What follows belongs to an exercise in optimizing a design on an open flow for small area, a short achievable clock period and few clock cycles per item; a production flow would make more cautious choices. In this exercise RTL edits were held to simulation tests only and were not proved equivalent to the original.

==> flow/design.v (outline; a module is shown in full before it is edited, if it fits) <==
// module multi_dataflow_core: 1898 lines
// module mdf_fa: 10 lines
// module mdf_ha: 9 lines
module multi_dataflow_core (
  input  logic        ap_clk,
  input  logic        ap_rst,
  input  logic [31:0] in0_data,
  output logic        in0_full_n,
  input  logic        in0_write,
  input  logic [31:0] in1_data,
  output logic        in1_full_n,
  input  logic        in1_write,
  output logic [31:0] out0_data,
  input  logic        out0_full_n,
  output logic        out0_write,
  output logic [31:0] out1_data,
  input  logic        out1_full_n,
  output logic        out1_write,
  input  logic [7:0]  ID
);
  // ...
==> flow/flow/run.sh <==
#!/bin/bash
# The standard layout, with the smallest plain buffers (buf_1) rather than the default delay-cell
# buffers on the ports, and timing repair aimed at 5.25 ns of setup slack. Make's full output
# goes to standard_flow.log in the work folder.
set -euo pipefail
bash standard.sh "BUFFER_PORTS_ARGS=-buffer_cell sky130_fd_sc_hd__buf_1" SETUP_SLACK_MARGIN=5.25 finish > standard_flow.log 2>&1
==> flow/standard.sh <==
#!/bin/bash
# synth_recipe.tcl (not shown) runs the flow's synth.tcl, then flattens the netlist and writes it again
# the make line also repeats each setting of config.mk as NAME=value (left out here)
make -C /OpenROAD-flow-scripts/flow DESIGN_CONFIG=/design/flow/config.mk WORK_HOME=/design/flow/orfs CLKGATE_MAP_FILE= SYNTH_SCRIPT=/design/flow/synth_recipe.tcl "${@:-finish}"
==> flow/config.mk <==
export PLATFORM = sky130hd
export DESIGN_NAME = multi_dataflow_core
export DESIGN_NICKNAME = multi_dataflow_core
export VERILOG_FILES = /design/flow/design.v
export SDC_FILE = /design/flow/constraint.sdc
export NUM_CORES = 4
export LEC_CHECK = 0
export ABC_AREA = 1
export CAP_MARGIN = 20
export CORE_MARGIN = 2
export CORE_UTILIZATION = 40
export CTS_CLUSTER_DIAMETER = 100
export CTS_CLUSTER_SIZE = 24
export SLEW_MARGIN = 20
export SYNTH_HIERARCHICAL = 1
==> flow/constraint.sdc <==
create_clock -name core_clock -period 8.5 [get_ports {ap_clk}]
set_input_delay 1.7000 -clock core_clock [delete_from_list [all_inputs] [get_ports {ap_clk}]]
set_output_delay 1.7000 -clock core_clock [all_outputs]
set_load 0.01 [all_outputs]
==> results.json, run 1 <==
{
  "synth-simple-area-share": 0.107,
  "first_iter_violations": 1591,
  "routed_wl_um": 66400,
  "drive_above_1_share": 0.136,
  "nFillCells": 5493,
  "yosys.area.top_type_share": 0.269,
  "antenna_left": 0,
  "grt_setup_unrepaired": "true",
  "clkbuf_count": 32,
  "clkCellAreaFrac": 0.0228,
  "synthAdderAreaFrac": 0.226,
  "grt_usage": 0.209,
  "cts_resized": 67,
  "cts_tree": "built",
  "register_area_mm2": 0.00970,
  "post_cts_buffers": 37,
  "clock_latency_ps": 580,
  "grt_pass1_wl_um": 103000,
  "syn_area_per_cell_um2": 10.4,
  "worstPathMaxFanout": 27,
  "synth.most_common_cell": "nand2_1",
  "status": "no timing/DRC/antenna violations",
  "diodes": 1,
  "worst_pin_slew_ps": 965,
  "ys.flop_type": "edfxtp_1",
  "muxShareOfSynthArea": 0
}
Testbench counts, summed over its fixed seeds: cycles 8,288, items 8,192.
==> run 2, diff against run 1 <==
--- a/flow/design.v
+++ b/flow/design.v
@@ -1238,121 +1238,121 @@
   assign pp_13_5 = ((bo[13] & ha[5]) | (bt[13] & ha[4])) ^ bn[13];
   assign pp_14_0 = ((bo[14] & ha[0]) | (bt[14] & 1'b0)) ^ bn[14];
   assign pp_14_1 = ((bo[14] & ha[1]) | (bt[14] & ha[0])) ^ bn[14];
   assign pp_14_2 = ((bo[14] & ha[2]) | (bt[14] & ha[1])) ^ bn[14];
   assign pp_14_3 = ((bo[14] & ha[3]) | (bt[14] & ha[2])) ^ bn[14];
   assign pp_15_0 = ((bo[15] & ha[0]) | (bt[15] & 1'b0)) ^ bn[15];
   assign pp_15_1 = ((bo[15] & ha[1]) | (bt[15] & ha[0])) ^ bn[15];
   mdf_ha u_ha3 (.x(bn[12]), .y(pp_0_24), .s(s1), .c(c2));
-  mdf_ha u_ha6 (.x(pp_0_25), .y(pp_1_23), .s(s4), .c(c5));
-  mdf_fa u_fa9 (.x(pp_1_24), .y(bn[13]), .z(pp_0_26), .s(s7), .c(c8));
-  mdf_ha u_ha12 (.x(pp_2_22), .y(pp_3_20), .s(s10), .c(c11));
-  mdf_fa u_fa15 (.x(pp_2_23), .y(pp_0_27), .z(pp_1_25), .s(s13), .c(c14));
-  mdf_ha u_ha18 (.x(pp_3_21), .y(pp_4_19), .s(s16), .c(c17));
-  mdf_fa u_fa21 (.x(pp_1_26), .y(bn[14]), .z(pp_0_28), .s(s19), .c(c20));
-  mdf_fa u_fa24 (.x(pp_4_20), .y(pp_2_24), .z(pp_3_22), .s(s22), .c(c23));
-  mdf_ha u_ha27 (.x(pp_5_18), .y(pp_6_16), .s(s25), .c(c26));
-  mdf_fa u_fa30 (.x(pp_2_25), .y(pp_0_29), .z(pp_1_27), .s(s28), .c(c29));
-  mdf_fa u_fa33 (.x(pp_5_19), .y(pp_3_23), .z(pp_4_21), .s(s31), .c(c32));
-  mdf_ha u_ha36 (.x(pp_6_17), .y(pp_7_15), .s(s34), .c(c35));
-  mdf_fa u_fa39 (.x(pp_1_28), .y(bn[15]), .z(pp_0_30), .s(s37), .c(c38));
-  mdf_fa u_fa42 (.x(pp_4_22), .y(pp_2_26), .z(pp_3_24), .s(s40), .c(c41));
-  mdf_fa u_fa45 (.x(pp_7_16), .y(pp_5_20), .z(pp_6_18), .s(s43), .c(c44));
-  mdf_ha u_ha48 (.x(pp_8_14), .y(pp_9_12), .s(s46), .c(c47));
-  mdf_fa u_fa50 (.x(pp_2_27), .y(pp_0_31), .z(pp_1_29), .s(s49), .c());
-  mdf_fa u_fa52 (.x(pp_5_21), .y(pp_3_25), .z(pp_4_23), .s(s51), .c());
-  mdf_fa u_fa54 (.x(pp_8_15), .y(pp_6_19), .z(pp_7_17), .s(s53), .c());
-  mdf_ha u_ha56 (.x(pp_9_13), .y(pp_10_11), .s(s55), .c());
+  mdf_ha u_ha6 (.x(pp_0_25), .y(pp_2_21), .s(s4), .c(c5));
+  mdf_fa u_fa9 (.x(pp_2_22), .y(bn[13]), .z(pp_0_26), .s(s7), .c(c8));
+  mdf_ha u_ha12 (.x(pp_3_20), .y(pp_4_18), .s(s10), .c(c11));
+  mdf_fa u_fa15 (.x(pp_3_21), .y(pp_0_27), .z(pp_2_23), .s(s13), .c(c14));
+  mdf_ha u_ha18 (.x(pp_4_19), .y(pp_5_17), .s(s16), .c(c17));
+  mdf_fa u_fa21 (.x(pp_2_24), .y(bn[14]), .z(pp_0_28), .s(s19), .c(c20));
+  mdf_fa u_fa24 (.x(pp_5_18), .y(pp_3_22), .z(pp_4_20), .s(s22), .c(c23));
+  mdf_ha u_ha27 (.x(pp_6_16), .y(pp_7_14), .s(s25), .c(c26));
+  mdf_fa u_fa30 (.x(pp_3_23), .y(pp_0_29), .z(pp_2_25), .s(s28), .c(c29));
+  mdf_fa u_fa33 (.x(pp_6_17), .y(pp_4_21), .z(pp_5_19), .s(s31), .c(c32));
+  mdf_ha u_ha36 (.x(pp_7_15), .y(pp_8_13), .s(s34), .c(c35));
+  mdf_fa u_fa39 (.x(pp_2_26), .y(bn[15]), .z(pp_0_30), .s(s37), .c(c38));
+  mdf_fa u_fa42 (.x(pp_5_20), .y(pp_3_24), .z(pp_4_22), .s(s40), .c(c41));
+  mdf_fa u_fa45 (.x(pp_8_14), .y(pp_6_18), .z(pp_7_16), .s(s43), .c(c44));
+  mdf_ha u_ha48 (.x(pp_9_12), .y(pp_10_10), .s(s46), .c(c47));
+  mdf_fa u_fa50 (.x(pp_3_25), .y(pp_0_31), .z(pp_2_27), .s(s49), .c());
+  mdf_fa u_fa52 (.x(pp_6_19), .y(pp_4_23), .z(pp_5_21), .s(s51), .c());
+  mdf_fa u_fa54 (.x(pp_9_13), .y(pp_7_17), .z(pp_8_15), .s(s53), .c());
+  mdf_ha u_ha56 (.x(pp_10_11), .y(pp_11_9), .s(s55), .c());
   mdf_ha u_ha59 (.x(bn[8]), .y(pp_0_16), .s(s57), .c(c58));
-  mdf_ha u_ha62 (.x(pp_0_17), .y(pp_1_15), .s(s60), .c(c61));
-  mdf_fa u_fa65 (.x(pp_1_16), .y(bn[9]), .z(pp_0_18), .s(s63), .c(c64));
-  mdf_ha u_ha68 (.x(pp_2_14), .y(pp_3_12), .s(s66), .c(c67));
-  mdf_fa u_fa71 (.x(pp_2_15), .y(pp_0_19), .z(pp_1_17), .s(s69), .c(c70));
-  mdf_ha u_ha74 (.x(pp_3_13), .y(pp_4_11), .s(s72), .c(c73));
-  mdf_fa u_fa77 (.x(pp_1_18), .y(bn[10]), .z(pp_0_20), .s(s75), .c(c76));
-  mdf_fa u_fa80 (.x(pp_4_12), .y(pp_2_16), .z(pp_3_14), .s(s78), .c(c79));
-  mdf_ha u_ha83 (.x(pp_5_10), .y(pp_6_8), .s(s81), .c(c82));
-  mdf_fa u_fa86 (.x(pp_2_17), .y(pp_0_21), .z(pp_1_19), .s(s84), .c(c85));
-  mdf_fa u_fa89 (.x(pp_5_11), .y(pp_3_15), .z(pp_4_13), .s(s87), .c(c88));
-  mdf_ha u_ha92 (.x(pp_6_9), .y(pp_7_7), .s(s90), .c(c91));
-  mdf_fa u_fa95 (.x(pp_1_20), .y(bn[11]), .z(pp_0_22), .s(s93), .c(c94));
-  mdf_fa u_fa98 (.x(pp_4_14), .y(pp_2_18), .z(pp_3_16), .s(s96), .c(c97));
-  mdf_fa u_fa101 (.x(pp_7_8), .y(pp_5_12), .z(pp_6_10), .s(s99), .c(c100));
-  mdf_ha u_ha104 (.x(pp_8_6), .y(pp_9_4), .s(s102), .c(c103));
-  mdf_fa u_fa107 (.x(pp_2_19), .y(pp_0_23), .z(pp_1_21), .s(s105), .c(c106));
-  mdf_fa u_fa110 (.x(pp_5_13), .y(pp_3_17), .z(pp_4_15), .s(s108), .c(c109));
-  mdf_fa u_fa113 (.x(pp_8_7), .y(pp_6_11), .z(pp_7_9), .s(s111), .c(c112));
-  mdf_ha u_ha116 (.x(pp_9_5), .y(pp_10_3), .s(s114), .c(c115));
-  mdf_fa u_fa119 (.x(pp_3_18), .y(pp_1_22), .z(pp_2_20), .s(s117), .c(c118));
-  mdf_fa u_fa122 (.x(pp_6_12), .y(pp_4_16), .z(pp_5_14), .s(s120), .c(c121));
-  mdf_fa u_fa125 (.x(pp_9_6), .y(pp_7_10), .z(pp_8_8), .s(s123), .c(c124));
-  mdf_fa u_fa128 (.x(pp_12_0), .y(pp_10_4), .z(pp_11_2), .s(s126), .c(c127));
-  mdf_fa u_fa131 (.x(pp_4_17), .y(pp_2_21), .z(pp_3_19), .s(s129), .c(c130));
-  mdf_fa u_fa134 (.x(pp_7_11), .y(pp_5_15), .z(pp_6_13), .s(s132), .c(c133));
-  mdf_fa u_fa137 (.x(pp_10_5), .y(pp_8_9), .z(pp_9_7), .s(s135), .c(c136));
-  mdf_fa u_fa140 (.x(c2), .y(pp_11_3), .z(pp_12_1), .s(s138), .c(c139));
-  mdf_fa u_fa143 (.x(pp_6_14), .y(pp_4_18), .z(pp_5_16), .s(s141), .c(c142));
-  mdf_fa u_fa146 (.x(pp_9_8), .y(pp_7_12), .z(pp_8_10), .s(s144), .c(c145));
-  mdf_fa u_fa149 (.x(pp_12_2), .y(pp_10_6), .z(pp_11_4), .s(s147), .c(c148));
-  mdf_fa u_fa152 (.x(s10), .y(pp_13_0), .z(c5), .s(s150), .c(c151));
-  mdf_fa u_fa155 (.x(pp_7_13), .y(pp_5_17), .z(pp_6_15), .s(s153), .c(c154));
-  mdf_fa u_fa158 (.x(pp_10_7), .y(pp_8_11), .z(pp_9_9), .s(s156), .c(c157));
-  mdf_fa u_fa161 (.x(pp_13_1), .y(pp_11_5), .z(pp_12_3), .s(s159), .c(c160));
+  mdf_ha u_ha62 (.x(pp_0_17), .y(pp_2_13), .s(s60), .c(c61));
+  mdf_fa u_fa65 (.x(pp_2_14), .y(bn[9]), .z(pp_0_18), .s(s63), .c(c64));
+  mdf_ha u_ha68 (.x(pp_3_12), .y(pp_4_10), .s(s66), .c(c67));
+  mdf_fa u_fa71 (.x(pp_3_13), .y(pp_0_19), .z(pp_2_15), .s(s69), .c(c70));
+  mdf_ha u_ha74 (.x(pp_4_11), .y(pp_5_9), .s(s72), .c(c73));
+  mdf_fa u_fa77 (.x(pp_2_16), .y(bn[10]), .z(pp_0_20), .s(s75), .c(c76));
+  mdf_fa u_fa80 (.x(pp_5_10), .y(pp_3_14), .z(pp_4_12), .s(s78), .c(c79));
+  mdf_ha u_ha83 (.x(pp_6_8), .y(pp_7_6), .s(s81), .c(c82));
+  mdf_fa u_fa86 (.x(pp_3_15), .y(pp_0_21), .z(pp_2_17), .s(s84), .c(c85));
+  mdf_fa u_fa89 (.x(pp_6_9), .y(pp_4_13), .z(pp_5_11), .s(s87), .c(c88));
+  mdf_ha u_ha92 (.x(pp_7_7), .y(pp_8_5), .s(s90), .c(c91));
+  mdf_fa u_fa95 (.x(pp_2_18), .y(bn[11]), .z(pp_0_22), .s(s93), .c(c94));
+  mdf_fa u_fa98 (.x(pp_5_12), .y(pp_3_16), .z(pp_4_14), .s(s96), .c(c97));
+  mdf_fa u_fa101 (.x(pp_8_6), .y(pp_6_10), .z(pp_7_8), .s(s99), .c(c100));
+  mdf_ha u_ha104 (.x(pp_9_4), .y(pp_10_2), .s(s102), .c(c103));
+  mdf_fa u_fa107 (.x(pp_3_17), .y(pp_0_23), .z(pp_2_19), .s(s105), .c(c106));
+  mdf_fa u_fa110 (.x(pp_6_11), .y(pp_4_15), .z(pp_5_13), .s(s108), .c(c109));
+  mdf_fa u_fa113 (.x(pp_9_5), .y(pp_7_9), .z(pp_8_7), .s(s111), .c(c112));
+  mdf_ha u_ha116 (.x(pp_10_3), .y(pp_11_1), .s(s114), .c(c115));
+  mdf_fa u_fa119 (.x(pp_4_16), .y(pp_2_20), .z(pp_3_18), .s(s117), .c(c118));
+  mdf_fa u_fa122 (.x(pp_7_10), .y(pp_5_14), .z(pp_6_12), .s(s120), .c(c121));
+  mdf_fa u_fa125 (.x(pp_10_4), .y(pp_8_8), .z(pp_9_6), .s(s123), .c(c124));
+  mdf_fa u_fa128 (.x(pp_1_22), .y(pp_11_2), .z(pp_12_0), .s(s126), .c(c127));
+  mdf_fa u_fa131 (.x(pp_5_15), .y(pp_3_19), .z(pp_4_17), .s(s129), .c(c130));
+  mdf_fa u_fa134 (.x(pp_8_9), .y(pp_6_13), .z(pp_7_11), .s(s132), .c(c133));
+  mdf_fa u_fa137 (.x(pp_11_3), .y(pp_9_7), .z(pp_10_5), .s(s135), .c(c136));
+  mdf_fa u_fa140 (.x(c2), .y(pp_12_1), .z(pp_1_23), .s(s138), .c(c139));
+  mdf_fa u_fa143 (.x(pp_7_12), .y(pp_5_16), .z(pp_6_14), .s(s141), .c(c142));
+  mdf_fa u_fa146 (.x(pp_10_6), .y(pp_8_10), .z(pp_9_8), .s(s144), .c(c145));
+  mdf_fa u_fa149 (.x(pp_13_0), .y(pp_11_4), .z(pp_12_2), .s(s147), .c(c148));
+  mdf_fa u_fa152 (.x(s10), .y(pp_1_24), .z(c5), .s(s150), .c(c151));
+  mdf_fa u_fa155 (.x(pp_8_11), .y(pp_6_15), .z(pp_7_13), .s(s153), .c(c154));
+  mdf_fa u_fa158 (.x(pp_11_5), .y(pp_9_9), .z(pp_10_7), .s(s156), .c(c157));
+  mdf_fa u_fa161 (.x(pp_1_25), .y(pp_12_3), .z(pp_13_1), .s(s159), .c(c160));
   mdf_fa u_fa164 (.x(c8), .y(c11), .z(s16), .s(s162), .c(c163));
-  mdf_fa u_fa167 (.x(pp_9_10), .y(pp_7_14), .z(pp_8_12), .s(s165), .c(c166));
-  mdf_fa u_fa170 (.x(pp_12_4), .y(pp_10_8), .z(pp_11_6), .s(s168), .c(c169));
-  mdf_fa u_fa173 (.x(c17), .y(pp_13_2), .z(pp_14_0), .s(s171), .c(c172));
+  mdf_fa u_fa167 (.x(pp_10_8), .y(pp_8_12), .z(pp_9_10), .s(s165), .c(c166));
+  mdf_fa u_fa170 (.x(pp_13_2), .y(pp_11_6), .z(pp_12_4), .s(s168), .c(c169));
+  mdf_fa u_fa173 (.x(c17), .y(pp_14_0), .z(pp_1_26), .s(s171), .c(c172));
   mdf_fa u_fa176 (.x(s19), .y(s25), .z(c14), .s(s174), .c(c175));
-  mdf_fa u_fa179 (.x(pp_10_9), .y(pp_8_13), .z(pp_9_11), .s(s177), .c(c178));
-  mdf_fa u_fa182 (.x(pp_13_3), .y(pp_11_7), .z(pp_12_5), .s(s180), .c(c181));
-  mdf_fa u_fa185 (.x(s34), .y(pp_14_1), .z(c26), .s(s183), .c(c184));
+  mdf_fa u_fa179 (.x(pp_11_7), .y(pp_9_11), .z(pp_10_9), .s(s177), .c(c178));
+  mdf_fa u_fa182 (.x(pp_14_1), .y(pp_12_5), .z(pp_13_3), .s(s180), .c(c181));
+  mdf_fa u_fa185 (.x(s34), .y(pp_1_27), .z(c26), .s(s183), .c(c184));
   mdf_fa u_fa188 (.x(s28), .y(c20), .z(c23), .s(s186), .c(c187));
-  mdf_fa u_fa191 (.x(pp_12_6), .y(pp_10_10), .z(pp_11_8), .s(s189), .c(c190));
-  mdf_fa u_fa194 (.x(pp_15_0), .y(pp_13_4), .z(pp_14_2), .s(s192), .c(c193));
+  mdf_fa u_fa191 (.x(pp_13_4), .y(pp_11_8), .z(pp_12_6), .s(s189), .c(c190));
+  mdf_fa u_fa194 (.x(pp_1_28), .y(pp_14_2), .z(pp_15_0), .s(s192), .c(c193));
   mdf_fa u_fa197 (.x(c29), .y(c35), .z(s46), .s(s195), .c(c196));
   mdf_fa u_fa200 (.x(s40), .y(c32), .z(s37), .s(s198), .c(c199));
-  mdf_fa u_fa202 (.x(pp_13_5), .y(pp_11_9), .z(pp_12_7), .s(s201), .c());
-  mdf_fa u_fa204 (.x(c47), .y(pp_14_3), .z(pp_15_1), .s(s203), .c());
+  mdf_fa u_fa202 (.x(pp_14_3), .y(pp_12_7), .z(pp_13_5), .s(s201), .c());
+  mdf_fa u_fa204 (.x(c47), .y(pp_15_1), .z(pp_1_29), .s(s203), .c());
   mdf_fa u_fa206 (.x(c41), .y(s55), .z(c38), .s(s205), .c());
   mdf_fa u_fa208 (.x(s51), .y(c44), .z(s49), .s(s207), .c());
   mdf_ha u_ha211 (.x(bn[5]), .y(pp_0_10), .s(s209), .c(c210));
-  mdf_ha u_ha214 (.x(pp_0_11), .y(pp_1_9), .s(s212), .c(c213));
-  mdf_fa u_fa217 (.x(pp_1_10), .y(bn[6]), .z(pp_0_12), .s(s215), .c(c216));
-  mdf_ha u_ha220 (.x(pp_2_8), .y(pp_3_6), .s(s218), .c(c219));
-  mdf_fa u_fa223 (.x(pp_2_9), .y(pp_0_13), .z(pp_1_11), .s(s221), .c(c222));
-  mdf_ha u_ha226 (.x(pp_3_7), .y(pp_4_5), .s(s224), .c(c225));
-  mdf_fa u_fa229 (.x(pp_1_12), .y(bn[7]), .z(pp_0_14), .s(s227), .c(c228));
-  mdf_fa u_fa232 (.x(pp_4_6), .y(pp_2_10), .z(pp_3_8), .s(s230), .c(c231));
-  mdf_ha u_ha235 (.x(pp_5_4), .y(pp_6_2), .s(s233), .c(c234));
-  mdf_fa u_fa238 (.x(pp_2_11), .y(pp_0_15), .z(pp_1_13), .s(s236), .c(c237));
-  mdf_fa u_fa241 (.x(pp_5_5), .y(pp_3_9), .z(pp_4_7), .s(s239), .c(c240));
-  mdf_ha u_ha244 (.x(pp_6_3), .y(pp_7_1), .s(s242), .c(c243));
-  mdf_fa u_fa247 (.x(pp_3_10), .y(pp_1_14), .z(pp_2_12), .s(s245), .c(c246));
-  mdf_fa u_fa250 (.x(pp_6_4), .y(pp_4_8), .z(pp_5_6), .s(s248), .c(c249));
-  mdf_fa u_fa253 (.x(s57), .y(pp_7_2), .z(pp_8_0), .s(s251), .c(c252));
-  mdf_fa u_fa256 (.x(pp_4_9), .y(pp_2_13), .z(pp_3_11), .s(s254), .c(c255));
-  mdf_fa u_fa259 (.x(pp_7_3), .y(pp_5_7), .z(pp_6_5), .s(s257), .c(c258));
-  mdf_fa u_fa262 (.x(s60), .y(pp_8_1), .z(c58), .s(s260), .c(c261));
-  mdf_fa u_fa265 (.x(pp_6_6), .y(pp_4_10), .z(pp_5_8), .s(s263), .c(c264));
-  mdf_fa u_fa268 (.x(pp_9_0), .y(pp_7_4), .z(pp_8_2), .s(s266), .c(c267));
+  mdf_ha u_ha214 (.x(pp_0_11), .y(pp_2_7), .s(s212), .c(c213));
+  mdf_fa u_fa217 (.x(pp_2_8), .y(bn[6]), .z(pp_0_12), .s(s215), .c(c216));
+  mdf_ha u_ha220 (.x(pp_3_6), .y(pp_4_4), .s(s218), .c(c219));
+  mdf_fa u_fa223 (.x(pp_3_7), .y(pp_0_13), .z(pp_2_9), .s(s221), .c(c222));
+  mdf_ha u_ha226 (.x(pp_4_5), .y(pp_5_3), .s(s224), .c(c225));
+  mdf_fa u_fa229 (.x(pp_2_10), .y(bn[7]), .z(pp_0_14), .s(s227), .c(c228));
+  mdf_fa u_fa232 (.x(pp_5_4), .y(pp_3_8), .z(pp_4_6), .s(s230), .c(c231));
+  mdf_ha u_ha235 (.x(pp_6_2), .y(pp_7_0), .s(s233), .c(c234));
+  mdf_fa u_fa238 (.x(pp_3_9), .y(pp_0_15), .z(pp_2_11), .s(s236), .c(c237));
+  mdf_fa u_fa241 (.x(pp_6_3), .y(pp_4_7), .z(pp_5_5), .s(s239), .c(c240));
+  mdf_ha u_ha244 (.x(pp_7_1), .y(pp_1_13), .s(s242), .c(c243));
+  mdf_fa u_fa247 (.x(pp_4_8), .y(pp_2_12), .z(pp_3_10), .s(s245), .c(c246));
+  mdf_fa u_fa250 (.x(pp_7_2), .y(pp_5_6), .z(pp_6_4), .s(s248), .c(c249));
+  mdf_fa u_fa253 (.x(s57), .y(pp_8_0), .z(pp_1_14), .s(s251), .c(c252));
+  mdf_fa u_fa256 (.x(pp_5_7), .y(pp_3_11), .z(pp_4_9), .s(s254), .c(c255));
+  mdf_fa u_fa259 (.x(pp_8_1), .y(pp_6_5), .z(pp_7_3), .s(s257), .c(c258));
+  mdf_fa u_fa262 (.x(s60), .y(pp_1_15), .z(c58), .s(s260), .c(c261));
+  mdf_fa u_fa265 (.x(pp_7_4), .y(pp_5_8), .z(pp_6_6), .s(s263), .c(c264));
+  mdf_fa u_fa268 (.x(pp_1_16), .y(pp_8_2), .z(pp_9_0), .s(s266), .c(c267));
   mdf_fa u_fa271 (.x(s63), .y(c61), .z(s66), .s(s269), .c(c270));
-  mdf_fa u_fa274 (.x(pp_7_5), .y(pp_5_9), .z(pp_6_7), .s(s272), .c(c273));
-  mdf_fa u_fa277 (.x(c67), .y(pp_8_3), .z(pp_9_1), .s(s275), .c(c276));
+  mdf_fa u_fa274 (.x(pp_8_3), .y(pp_6_7), .z(pp_7_5), .s(s272), .c(c273));
+  mdf_fa u_fa277 (.x(c67), .y(pp_9_1), .z(pp_1_17), .s(s275), .c(c276));
   mdf_fa u_fa280 (.x(s69), .y(s72), .z(c64), .s(s278), .c(c279));
-  mdf_fa u_fa283 (.x(pp_9_2), .y(pp_7_6), .z(pp_8_4), .s(s281), .c(c282));
-  mdf_fa u_fa286 (.x(s81), .y(pp_10_0), .z(c73), .s(s284), .c(c285));
+  mdf_fa u_fa283 (.x(pp_10_0), .y(pp_8_4), .z(pp_9_2), .s(s281), .c(c282));
+  mdf_fa u_fa286 (.x(s81), .y(pp_1_18), .z(c73), .s(s284), .c(c285));
   mdf_fa u_fa289 (.x(s78), .y(c70), .z(s75), .s(s287), .c(c288));
-  mdf_fa u_fa292 (.x(pp_10_1), .y(pp_8_5), .z(pp_9_3), .s(s290), .c(c291));
+  mdf_fa u_fa292 (.x(pp_1_19), .y(pp_9_3), .z(pp_10_1), .s(s290), .c(c291));
   mdf_fa u_fa295 (.x(c76), .y(c82), .z(s90), .s(s293), .c(c294));
   mdf_fa u_fa298 (.x(s87), .y(c79), .z(s84), .s(s296), .c(c297));
-  mdf_fa u_fa301 (.x(c91), .y(pp_10_2), .z(pp_11_0), .s(s299), .c(c300));
+  mdf_fa u_fa301 (.x(c91), .y(pp_11_0), .z(pp_1_20), .s(s299), .c(c300));
   mdf_fa u_fa304 (.x(c88), .y(s102), .z(c85), .s(s302), .c(c303));
   mdf_fa u_fa307 (.x(s99), .y(s93), .z(s96), .s(s305), .c(c306));
-  mdf_fa u_fa310 (.x(s114), .y(pp_11_1), .z(c103), .s(s308), .c(c309));
+  mdf_fa u_fa310 (.x(s114), .y(pp_1_21), .z(c103), .s(s308), .c(c309));
   mdf_fa u_fa313 (.x(c100), .y(c94), .z(c97), .s(s311), .c(c312));
   mdf_fa u_fa316 (.x(s111), .y(s105), .z(s108), .s(s314), .c(c315));
   mdf_fa u_fa319 (.x(c106), .y(c115), .z(s1), .s(s317), .c(c318));
   mdf_fa u_fa322 (.x(s117), .y(c109), .z(c112), .s(s320), .c(c321));
   mdf_fa u_fa325 (.x(s126), .y(s120), .z(s123), .s(s323), .c(c324));
   mdf_fa u_fa328 (.x(c121), .y(s4), .z(c118), .s(s326), .c(c327));
   mdf_fa u_fa331 (.x(s129), .y(c124), .z(c127), .s(s329), .c(c330));
   mdf_fa u_fa334 (.x(s138), .y(s132), .z(s135), .s(s332), .c(c333));
@@ -1370,33 +1370,33 @@
   mdf_fa u_fa370 (.x(s186), .y(s183), .z(c175), .s(s368), .c(c369));
   mdf_fa u_fa373 (.x(s43), .y(c178), .z(c181), .s(s371), .c(c372));
   mdf_fa u_fa376 (.x(c184), .y(s189), .z(s192), .s(s374), .c(c375));
   mdf_fa u_fa379 (.x(s198), .y(s195), .z(c187), .s(s377), .c(c378));
   mdf_fa u_fa381 (.x(s53), .y(c190), .z(c193), .s(s380), .c());
   mdf_fa u_fa383 (.x(c196), .y(s201), .z(s203), .s(s382), .c());
   mdf_fa u_fa385 (.x(s207), .y(s205), .z(c199), .s(s384), .c());
   mdf_ha u_ha388 (.x(bn[3]), .y(pp_0_6), .s(s386), .c(c387));
-  mdf_ha u_ha391 (.x(pp_0_7), .y(pp_1_5), .s(s389), .c(c390));
-  mdf_fa u_fa394 (.x(pp_1_6), .y(bn[4]), .z(pp_0_8), .s(s392), .c(c393));
-  mdf_ha u_ha397 (.x(pp_2_4), .y(pp_3_2), .s(s395), .c(c396));
-  mdf_fa u_fa400 (.x(pp_2_5), .y(pp_0_9), .z(pp_1_7), .s(s398), .c(c399));
-  mdf_ha u_ha403 (.x(pp_3_3), .y(pp_4_1), .s(s401), .c(c402));
-  mdf_fa u_fa406 (.x(pp_3_4), .y(pp_1_8), .z(pp_2_6), .s(s404), .c(c405));
-  mdf_fa u_fa409 (.x(s209), .y(pp_4_2), .z(pp_5_0), .s(s407), .c(c408));
-  mdf_fa u_fa412 (.x(pp_4_3), .y(pp_2_7), .z(pp_3_5), .s(s410), .c(c411));
-  mdf_fa u_fa415 (.x(s212), .y(pp_5_1), .z(c210), .s(s413), .c(c414));
-  mdf_fa u_fa418 (.x(pp_6_0), .y(pp_4_4), .z(pp_5_2), .s(s416), .c(c417));
+  mdf_ha u_ha391 (.x(pp_0_7), .y(pp_2_3), .s(s389), .c(c390));
+  mdf_fa u_fa394 (.x(pp_2_4), .y(bn[4]), .z(pp_0_8), .s(s392), .c(c393));
+  mdf_ha u_ha397 (.x(pp_3_2), .y(pp_4_0), .s(s395), .c(c396));
+  mdf_fa u_fa400 (.x(pp_3_3), .y(pp_0_9), .z(pp_2_5), .s(s398), .c(c399));
+  mdf_ha u_ha403 (.x(pp_4_1), .y(pp_1_7), .s(s401), .c(c402));
+  mdf_fa u_fa406 (.x(pp_4_2), .y(pp_2_6), .z(pp_3_4), .s(s404), .c(c405));
+  mdf_fa u_fa409 (.x(s209), .y(pp_5_0), .z(pp_1_8), .s(s407), .c(c408));
+  mdf_fa u_fa412 (.x(pp_5_1), .y(pp_3_5), .z(pp_4_3), .s(s410), .c(c411));
+  mdf_fa u_fa415 (.x(s212), .y(pp_1_9), .z(c210), .s(s413), .c(c414));
+  mdf_fa u_fa418 (.x(pp_1_10), .y(pp_5_2), .z(pp_6_0), .s(s416), .c(c417));
   mdf_fa u_fa421 (.x(s215), .y(c213), .z(s218), .s(s419), .c(c420));
-  mdf_fa u_fa424 (.x(c219), .y(pp_5_3), .z(pp_6_1), .s(s422), .c(c423));
+  mdf_fa u_fa424 (.x(c219), .y(pp_6_1), .z(pp_1_11), .s(s422), .c(c423));
   mdf_fa u_fa427 (.x(s221), .y(s224), .z(c216), .s(s425), .c(c426));
-  mdf_fa u_fa430 (.x(s233), .y(pp_7_0), .z(c225), .s(s428), .c(c429));
+  mdf_fa u_fa430 (.x(s233), .y(pp_1_12), .z(c225), .s(s428), .c(c429));
   mdf_fa u_fa433 (.x(s230), .y(c222), .z(s227), .s(s431), .c(c432));
-  mdf_fa u_fa436 (.x(c228), .y(c234), .z(s242), .s(s434), .c(c435));
-  mdf_fa u_fa439 (.x(s239), .y(c231), .z(s236), .s(s437), .c(c438));
+  mdf_fa u_fa436 (.x(c231), .y(c234), .z(c228), .s(s434), .c(c435));
+  mdf_fa u_fa439 (.x(s239), .y(s242), .z(s236), .s(s437), .c(c438));
   mdf_fa u_fa442 (.x(c240), .y(c243), .z(c237), .s(s440), .c(c441));
   mdf_fa u_fa445 (.x(s251), .y(s245), .z(s248), .s(s443), .c(c444));
   mdf_fa u_fa448 (.x(s254), .y(c246), .z(c249), .s(s446), .c(c447));
   mdf_fa u_fa451 (.x(s260), .y(s257), .z(c252), .s(s449), .c(c450));
   mdf_fa u_fa454 (.x(s263), .y(c255), .z(c258), .s(s452), .c(c453));
   mdf_fa u_fa457 (.x(s269), .y(s266), .z(c261), .s(s455), .c(c456));
   mdf_fa u_fa460 (.x(s272), .y(c264), .z(c267), .s(s458), .c(c459));
   mdf_fa u_fa463 (.x(s278), .y(s275), .z(c270), .s(s461), .c(c462));
@@ -1411,17 +1411,17 @@
   mdf_fa u_fa490 (.x(s317), .y(c309), .z(c312), .s(s488), .c(c489));
   mdf_fa u_fa493 (.x(s323), .y(c315), .z(s320), .s(s491), .c(c492));
   mdf_fa u_fa496 (.x(s326), .y(c318), .z(c321), .s(s494), .c(c495));
   mdf_fa u_fa499 (.x(s332), .y(c324), .z(s329), .s(s497), .c(c498));
   mdf_fa u_fa502 (.x(s335), .y(c327), .z(c330), .s(s500), .c(c501));
   mdf_fa u_fa505 (.x(s341), .y(s338), .z(c333), .s(s503), .c(c504));
   mdf_fa u_fa508 (.x(s344), .y(c336), .z(c339), .s(s506), .c(c507));
   mdf_fa u_fa511 (.x(s350), .y(s347), .z(c342), .s(s509), .c(c510));
-  mdf_fa u_fa514 (.x(c348), .y(c345), .z(s353), .s(s512), .c(c513));
+  mdf_fa u_fa514 (.x(s353), .y(c345), .z(c348), .s(s512), .c(c513));
   mdf_fa u_fa517 (.x(s359), .y(s356), .z(c351), .s(s515), .c(c516));
   mdf_fa u_fa520 (.x(s362), .y(c354), .z(c357), .s(s518), .c(c519));
   mdf_fa u_fa523 (.x(s368), .y(s365), .z(c360), .s(s521), .c(c522));
   mdf_fa u_fa526 (.x(s371), .y(c363), .z(c366), .s(s524), .c(c525));
   mdf_fa u_fa529 (.x(s377), .y(s374), .z(c369), .s(s527), .c(c528));
   mdf_fa u_fa531 (.x(c375), .y(c372), .z(s380), .s(s530), .c());
   mdf_fa u_fa533 (.x(s384), .y(s382), .z(c378), .s(s532), .c());
   assign s1_d[0] = bn0x;
@@ -1430,30 +1430,30 @@
   assign s1_d[3] = pp_0_1;
   assign s1_d[4] = bn[1];
   assign s1_d[5] = pp_0_2;
   assign s1_d[6] = pp_1_0;
   assign s1_d[7] = pp_0_3;
   assign s1_d[8] = pp_1_1;
   assign s1_d[9] = bn[2];
   assign s1_d[10] = pp_0_4;
-  assign s1_d[11] = pp_1_2;
-  assign s1_d[12] = pp_2_0;
+  assign s1_d[11] = pp_2_0;
+  assign s1_d[12] = pp_1_2;
   assign s1_d[13] = pp_0_5;
-  assign s1_d[14] = pp_1_3;
-  assign s1_d[15] = pp_2_1;
-  assign s1_d[16] = pp_1_4;
-  assign s1_d[17] = pp_2_2;
-  assign s1_d[18] = pp_3_0;
+  assign s1_d[14] = pp_2_1;
+  assign s1_d[15] = pp_1_3;
+  assign s1_d[16] = pp_2_2;
+  assign s1_d[17] = pp_3_0;
+  assign s1_d[18] = pp_1_4;
   assign s1_d[19] = s386;
-  assign s1_d[20] = pp_2_3;
-  assign s1_d[21] = pp_3_1;
+  assign s1_d[20] = pp_3_1;
+  assign s1_d[21] = pp_1_5;
   assign s1_d[22] = s389;
   assign s1_d[23] = c387;
-  assign s1_d[24] = pp_4_0;
+  assign s1_d[24] = pp_1_6;
   assign s1_d[25] = s392;
   assign s1_d[26] = s395;
   assign s1_d[27] = c390;
   assign s1_d[28] = s398;
   assign s1_d[29] = s401;
   assign s1_d[30] = c393;
   assign s1_d[31] = c396;
   assign s1_d[32] = s404;
==> flow/flow/run.sh (replaced) <==
#!/bin/bash
# The standard layout, with the smallest plain buffers (buf_1) rather than the default delay-cell
# buffers on the ports, and timing repair aimed at 5.2 ns of setup slack. Make's full output
# goes to standard_flow.log in the work folder.
set -euo pipefail
bash standard.sh "BUFFER_PORTS_ARGS=-buffer_cell sky130_fd_sc_hd__buf_1" SETUP_SLACK_MARGIN=5.2 finish > standard_flow.log 2>&1
==> results.json, run 2 <==
{
  "status": "no timing/DRC/antenna violations",
  "min_from": "bi1$_DFF_P_",
  "finalCritPeriodShare": 0.394,
  "cts_tree": "built",
  "final_hold_viol_count": 0,
  "max_cap_viol_count": 0,
  "initial_core_util": 0.406,
  "cts_root_buf": "clkbuf_16",
  "first_iter_violations": 1715,
  "post-synth-top-area-cell": "edfxtp_1",
  "largest_reg_flops": 120,
  "ys_async_sr_fraction": 0.0268,
  "cp-start-kind": "flop",
  "rr_endpoint": "s1_q[113]$_DFFE_PN_",
  "nFillCells": 5517,
  "clkTransAtPathRegs_ps": 90,
  "route.met2.wl_um": 29300,
  "crit_type": "flop to flop",
  "worstPathMaxFanout": 6,
  "fin_skew_ps": 18.4,
  "ys_ff_latch": 373,
  "min_to": "s1_q[2]$_DFFE_PN_",
  "final.setup.tns_ps": 0,
  "routed_wl_um": 65300,
  "synth_fp_nets": 2694,
  "vias": 17300,
  "hpwl_um": 46000,
  "netlist_top_cells_count": "nand2_1 (391), xor2_1 (257), o22ai_1 (254)",
  "end_kind": "flop",
  "synth_cell_type_count": 48,
  "mostFrequentLayoutCells": "nand2_1 (380), xor2_1 (256), o22ai_1 (248)",
  "gp_congestion": 0.912,
  "yosys-top-cells-area": "edfxtp_1 (27%), fa_1 (18%), dfxtp_1 (12%)",
  "hold_path_depth": 0,
  "min_path_type": "flop to flop",
  "via_per_inst": 5.42,
  "synth_edf_count": 216,
  "grt_pass1_wl_um": 102000,
  "die_h_um": 249,
  "wl_met3_um": 4870,
  "r2r_cells": 7,
  "top_register": "s1_q",
  "wl_met1_um": 29000,
  "wl_per_cell_um": 20.4,
  "finalSetupViolCount": 0,
  "dp_slack_ps": 4480,
  "slew_violations": 0,
  "drive_above_1_share": 0.119,
  "required_ps": 8800,
  "ys.warnings.count": 7,
  "syn-instance-count": 2310,
  "max_freq_mhz": 299,
  "syn_area_per_cell_um2": 10.4,
  "antenna_left": 0,
  "grt_usage": 0.207,
  "htreeDepth": 1,
  "port_buffers": 145,
  "drc_errors": 0,
  "seq_area_frac_synth": 0.402,
  "worst_pin_slew_ps": 950,
  "ys.flop_type": "edfxtp_1",
  "relSlewSlack": 0.366,
  "yosys.area.top_type_share": 0.269,
  "final_common_cell": "nand2_1",
  "areaGrowthSynthToFinish_pct": 10.2,
  "synth.most_common_cell": "nand2_1",
  "grt-ovfl-total": 0,
  "clock_latency_ps": 570,
  "finalNetCount": 2790,
  "arrival_ps": 3650,
  "reg2reg_slack_ps": 5150,
  "highest_layer": "met4",
  "io_pins": 146,
  "cts_buffer_depth": 3,
  "r2r_start": "ha[21]$_DFFE_PN_",
  "antenna_found_initial": 1,
  "grt_max_degree": 77,
  "dieArea_mm2": 0.0622,
  "mappedNetlistArea_mm2": 0.0241,
  "grt_pass1_vias": 17700,
  "first_pass_iters": 6,
  "cts_buffers": 20,
  "grt_setup_unrepaired": "true",
  "placedCellCount": 3120,
  "std_cell_rows": 89,
  "clock_sinks": 373,
  "instances_no_fill": 3194,
  "period_minus_slack_ps": 3350,
  "die_w_um": 249,
  "coreArea_mm2": 0.0594,
  "worst_slack_ps": 5150
}
-- run 2: cell types whose count changed in the layout (fill, tap and decap cells not counted), moves of 4 or more --
cell | before | now
buf_4 | 76 | 57
inv_2 | 34 | 28
buf_12 | 5 | 0
dfxtp_1 | 137 | 142
inv_1 | 137 | 142
clkinvlp_4 | 9 | 13
ha_1 | 84 | 88
-- run 2: logic make-up (layout without fill, tap and decap cells) --
family / Yosys count / in the layout / synth area share
compound gates: 392 / 392 / 0.104
other cells: 0 / 1 / 0
buf+inv: 347 / 456 / 0.0563
simple gates: 601 / 602 / 0.107
flops: 373 / 373 / 0.402
xor+xnor: 291 / 291 / 0.106
fa+ha+maj: 306 / 306 / 0.226
-- run 2: area by class of cell --
| class | instances | area, um2 | share of cell area |
|---|---|---|---|
| well taps | 773 | 967 | 0.0364 |
| repair inverters | 4 | 22.5 | 0.000848 |
| clock buffers | 31 | 564 | 0.0212 |
| clock inverters | 5 | 56.3 | 0.00212 |
| inverters | 205 | 860 | 0.0324 |
| multi-input cells | 1591 | 13300 | 0.502 |
| flip-flops and latches | 373 | 9690 | 0.365 |
| repair buffers | 211 | 1080 | 0.0406 |
| diodes | 1 | 2.50 | 0.0000942 |
-- run 2: metrics by stage --
stage	util	hold slack (ps)	instance area [um2]
after global placement	0.428	401	25400
after CTS	0.443	435	26300
after floorplan	-	386	24200
after detailed placement	0.428	412	25400
after global routing	0.447	456	26600
final	0.448	441	26600
-- run 2: layer usage --
layer  up-vias  track usage
met3       130       0.0323
li1       7929            -
met5         -            0
met2       760        0.326
met4         0       0.0725
met1      8478        0.291
-- run 2: worst max path at each step --
| stage | startpoint | to | slack [ps] | depth (start not counted) |
|---|---|---|---|---|
| floorplan | out0_full_n | bo[3]$_DFF_P_ | 4600 | 11 |
| global placement | out0_full_n | bt[12]$_DFF_P_ | 4580 | 12 |
| detailed placement | out0_full_n | bt[14]$_DFF_P_ | 4480 | 12 |
| CTS | ha[13]$_DFFE_PN_ | s1_q[117]$_DFFE_PN_ | 5070 | 7 |
| global route | ha[22]$_DFFE_PN_ | s1_q[117]$_DFFE_PN_ | 5090 | 7 |
| finish | ha[21]$_DFFE_PN_ | s1_q[113]$_DFFE_PN_ | 5150 | 7 |
-- run 2: per-module statistics from Yosys (local to each module, per instance) --
module | flops+latches | area, um2 | copies in the design | cells inside
mdf_ha | 0 | 12.5 | 30 | 1
multi_dataflow_core | 373 | 19500 | 1 | 2070
mdf_fa | 0 | 20.0 | 210 | 1
-- run 2: worst max-delay path, stage by stage (launching register included) --
cell        delay (ps)
edfxtp_1           420
clkinvlp_4         210
o22ai_1            280
xor2_1             230
fa_1               470
fa_1               480
fa_1               560
fa_1               430
-- run 2: what timing repair did --
action,4_1_cts,5_1_grt
hold endpoints to repair,0,0
pin swaps,1,5
resized for setup,28,50
hold buffers,0,0
cloned,5,0
setup buffers,24,8
endpoints found under the setup margin,78,37
Testbench counts of run 2, summed over its fixed seeds: cycles 8,288, items 8,192.

[re-timing with driven ports]
Ports are ideal in the flow. The routed layouts listed here were re-timed in OpenROAD. Step 1: set_driving_cell puts a clkbuf_16 on ap_clk and a buf_2 on each other input, an assumption about the parent block. Step 2 adds t to the input delays and takes it off the output delays; t is the mean of the earliest and latest rising clock arrival at the registers after step 1. Input paths then give back, and output paths get back, about the clock's delay inside the block. Three values: no drivers, after step 1, after step 2; two values: the first two.
| run | t (ns) | slack for setup (ns) | pins driven straight from the clock port |
|---|---|---|---|
| run 1 | 0.621 | 5.136 / 5.136 / 4.918 | 1 |
| run 2 | 0.621 | 5.154 / 5.154 / 4.831 | 1 |
After both steps every run listed still meets setup and hold. The setup slack of run 2, which loses most, moves by 0.000 ns with the drivers and by -0.323 ns with both steps.
